Source: an optimization exercise on an open RTL-to-GDS flow (aim: small area and a short achievable clock period). Production flows keep margins and buffers that such runs may drop. RTL that was checked went through simulation tests only; none was proved equivalent to the original.

## P
## m2_pingpong_block_buffer
module m2_pingpong_block_buffer #(
    parameter int DATA_W  = 32,
    parameter int BLK_DIM = 8
) (
    input  logic              CLOCK_I,
    input  logic              RESETN_I,
    input  logic              WR_VALID_I,
    input  logic [DATA_W-1:0] WR_DATA_I,
    output logic              WR_READY_O,
    output logic              WR_BLOCK_DONE_O,
    input  logic              RD_TRANSPOSE_I,
    output logic              RD_VALID_O,
    output logic [DATA_W-1:0] RD_DATA_O,
    output logic              RD_LAST_O,
    input  logic              RD_READY_I,
    output logic              RD_BLOCK_DONE_O,
    output logic [1:0]        BANK_FULL_O
);
==> flow/config.mk <==
export PLATFORM = sky130hd
export DESIGN_NAME = m2_pingpong_block_buffer
export DESIGN_NICKNAME = m2_pingpong_block_buffer
export VERILOG_FILES = /design/flow/design.v
export SDC_FILE = /design/flow/constraint.sdc
export NUM_CORES = 4
export LEC_CHECK = 0
export CAP_MARGIN = 20
export CELL_PAD_IN_SITES_DETAIL_PLACEMENT = 0
export CELL_PAD_IN_SITES_GLOBAL_PLACEMENT = 0
export CORE_MARGIN = 2
export CORE_UTILIZATION = 60
export PLACE_DENSITY = 0.75
export SETUP_SLACK_MARGIN = 3.3
export SLEW_MARGIN = 20
==> flow/constraint.sdc <==
create_clock -name core_clock -period 5.5 [get_ports {CLOCK_I}]
set_input_delay 1.1000 -clock core_clock [delete_from_list [all_inputs] [get_ports {CLOCK_I}]]
set_output_delay 1.1000 -clock core_clock [all_outputs]
set_load 0.01 [all_outputs]
standard.sh (not shown) runs the stock make flow with config.mk's settings and CLKGATE_MAP_FILE= SYNTH_SCRIPT=/design/flow/synth_recipe.tcl, a recipe that flattens the netlist after the stock synthesis.
==> flow/flow/run.sh <==
#!/bin/bash
# The standard ORFS flow (the standard.sh), with these changes to how the layout is made:
#  - port buffers are buf_4 cells instead of the delay-type buffer buffer_ports picks by default;
#  - timing repair may resize a cell to any cell of the same function, not only to one of the same
#    footprint, so those buffers and the output registers' drivers can be resized;
#  - after global placement, flow/pin_regs.tcl moves each output port's buffer, and the register driving it,
#    next to the port's pin (detailed placement then legalizes them);
#  - clock tree synthesis clusters up to 25 sinks within 55 um per leaf buffer and spaces the
#    H-tree's buffers 250 um apart, which gives a lower insertion delay with fewer buffers.
# make's full output goes to flow_make.log here; each ORFS step logs under orfs/logs/.
set -euo pipefail
here=$(pwd)
bash standard.sh MATCH_CELL_FOOTPRINT=0 \
  "BUFFER_PORTS_ARGS=-buffer_cell sky130_fd_sc_hd__buf_4" \
  "POST_GLOBAL_PLACE_TCL=$here/flow/pin_regs.tcl" \
  "CTS_ARGS=-sink_clustering_enable -repair_clock_nets -distance_between_buffers 250 -sink_clustering_size 25 -sink_clustering_max_diameter 55" \
  finish > flow_make.log 2>&1
Other scripts of this flow, unchanged in this note and not shown: flow/flow/pin_regs.tcl
### P -> Q
diff --git a/flow/flow/run.sh b/flow/flow/run.sh
--- a/flow/flow/run.sh
+++ b/flow/flow/run.sh
@@ -8,3 +8,3 @@
 #  - clock tree synthesis clusters up to 25 sinks within 55 um per leaf buffer and spaces the
-#    H-tree's buffers 250 um apart, which gives a lower insertion delay with fewer buffers.
+#    H-tree's buffers 250 um apart, which gives a lower insertion delay with fewer buffers; it adds no dummy loads.
 # make's full output goes to flow_make.log here; each ORFS step logs under orfs/logs/.
@@ -15,3 +15,3 @@
   "POST_GLOBAL_PLACE_TCL=$here/flow/pin_regs.tcl" \
-  "CTS_ARGS=-sink_clustering_enable -repair_clock_nets -distance_between_buffers 250 -sink_clustering_size 25 -sink_clustering_max_diameter 55" \
+  "CTS_ARGS=-sink_clustering_enable -repair_clock_nets -distance_between_buffers 250 -sink_clustering_size 25 -sink_clustering_max_diameter 55 -dont_use_dummy_load" \
   finish > flow_make.log 2>&1
Results
Global-route wire length before repair on Q is ahead of P.
Clock latency at the later pin of the worst-skew pair: P vs Q — no meaningful difference
Any difference in worst slack after detailed placement between Q and P is small enough to ignore.
On Q: via count of the first global-routing pass is 322 lower than what P gave.
The via count reported for Q is smaller than that of P by 261.
Relative to Q, the following input files were edited for R:
- a change of SETUP_SLACK_MARGIN from 3.3 to 3.0
diff --git a/flow/flow/run.sh b/flow/flow/run.sh
--- a/flow/flow/run.sh
+++ b/flow/flow/run.sh
@@ -8,3 +8,3 @@
 #  - clock tree synthesis clusters up to 25 sinks within 55 um per leaf buffer and spaces the
-#    H-tree's buffers 250 um apart, which gives a lower insertion delay with fewer buffers; it adds no dummy loads.
+#    H-tree's buffers 250 um apart, which gives a lower insertion delay with fewer buffers.
 # make's full output goes to flow_make.log here; each ORFS step logs under orfs/logs/.
@@ -15,3 +15,3 @@
   "POST_GLOBAL_PLACE_TCL=$here/flow/pin_regs.tcl" \
-  "CTS_ARGS=-sink_clustering_enable -repair_clock_nets -distance_between_buffers 250 -sink_clustering_size 25 -sink_clustering_max_diameter 55 -dont_use_dummy_load" \
+  "CTS_ARGS=-sink_clustering_enable -repair_clock_nets -distance_between_buffers 250 -sink_clustering_size 25 -sink_clustering_max_diameter 55" \
   finish > flow_make.log 2>&1
Results
R falls short of Q in worst vdd rail ir drop. In the route summary, R ends up with a via count below that of Q. Comparing R and Q, the higher number of cells in the finished layout apart from fillers is on R. R went all the way through the flow, and no timing, DRC or antenna check failed. Q: full flow OK, the timing, DRC and antenna checks passed.

---

m2_pingpong_block_buffer, a different RTL version from the one above (not shown whole).
For scale: about 4200 flip-flops, roughly 130000 um2 of cells after synthesis.
clock: 5.5 ns
lec_check: 0
cap_margin: 20
cell_pad_in_sites_detail_placement: 0
cell_pad_in_sites_global_placement: 0
core_margin: 2
core_utilization: 60
cts_cluster_diameter: 50
cts_cluster_size: 20
place_density: 0.75
setup_slack_margin: 2.5
slew_margin: 20
run.sh (not shown) runs the stock make flow with config.mk's settings and CLKGATE_MAP_FILE= SYNTH_SCRIPT=/design/flow/synth_recipe.tcl, a recipe that flattens the netlist after the stock synthesis.
Stock flow here: none of the scripts above is used.
Change:
- CTS_CLUSTER_DIAMETER: 50 -> default
- CTS_CLUSTER_SIZE: 20 -> default
- SETUP_SLACK_MARGIN: 2.5 -> 3.0
Effect:
- The new run finished with timing, DRC and antenna clean
- via count came out higher by roughly a tenth
- clock-buffer cell count came out higher by 142
- global-route usage came out higher by 5.1 points
- area after synthesis does not change
- setup slack gains 0.067 ns
- die area is unchanged
- wire length came out higher by a quarter to a third
- core utilization came out higher by 2.3 points
- non-clock buffer count came out higher by 64
No run of this note included a check of the RTL's function; only the layout flow was run.

## re-timing with driven ports
In the flow no input, the clock included, has a driving cell. The finished layouts below were timed again as built, in two steps. Step 1 sets driving cells, clkbuf_16 on the clock port and buf_2 on the other inputs (assumed; they add their load-dependent delay and slew). Step 2, shift: input delay + t, output delay - t, t = (earliest + latest rising clock arrival at the registers) / 2. This alone moves slack from input paths to output paths. Three values: ideal, step 1, step 2; two values: the first two.
| run | t, ns | setup slack, ns | hold WS [ns] | latest minus earliest clock arrival (ns) |
|---|---|---|---|---|
| P | 0.967 | 2.983 / 2.913 / 2.269 | 0.387 / 0.387 / 0.387 | 0.083 / 0.082 |
| Q | 0.955 | 2.983 / 2.903 / 2.291 | 0.341 / 0.341 / 0.341 | 0.151 / 0.150 |
| R | 0.978 | 2.883 / 2.883 / 2.029 | 0.387 / 0.387 / 0.387 | 0.087 / 0.087 |
| the first run of note 2 | 1.023 | 2.485 / 2.473 / 1.537 | 0.372 / 0.372 / 0.372 | 0.077 / 0.078 |
| the second run of note 2 | 1.052 | 2.552 / 2.321 / 1.269 | 0.383 / 0.383 / 0.383 | 0.077 / 0.076 |
After both steps every run listed still meets setup and hold. The setup slack of the second run of note 2, which loses most, moves by -0.231 ns with the drivers and by -1.283 ns with both steps.
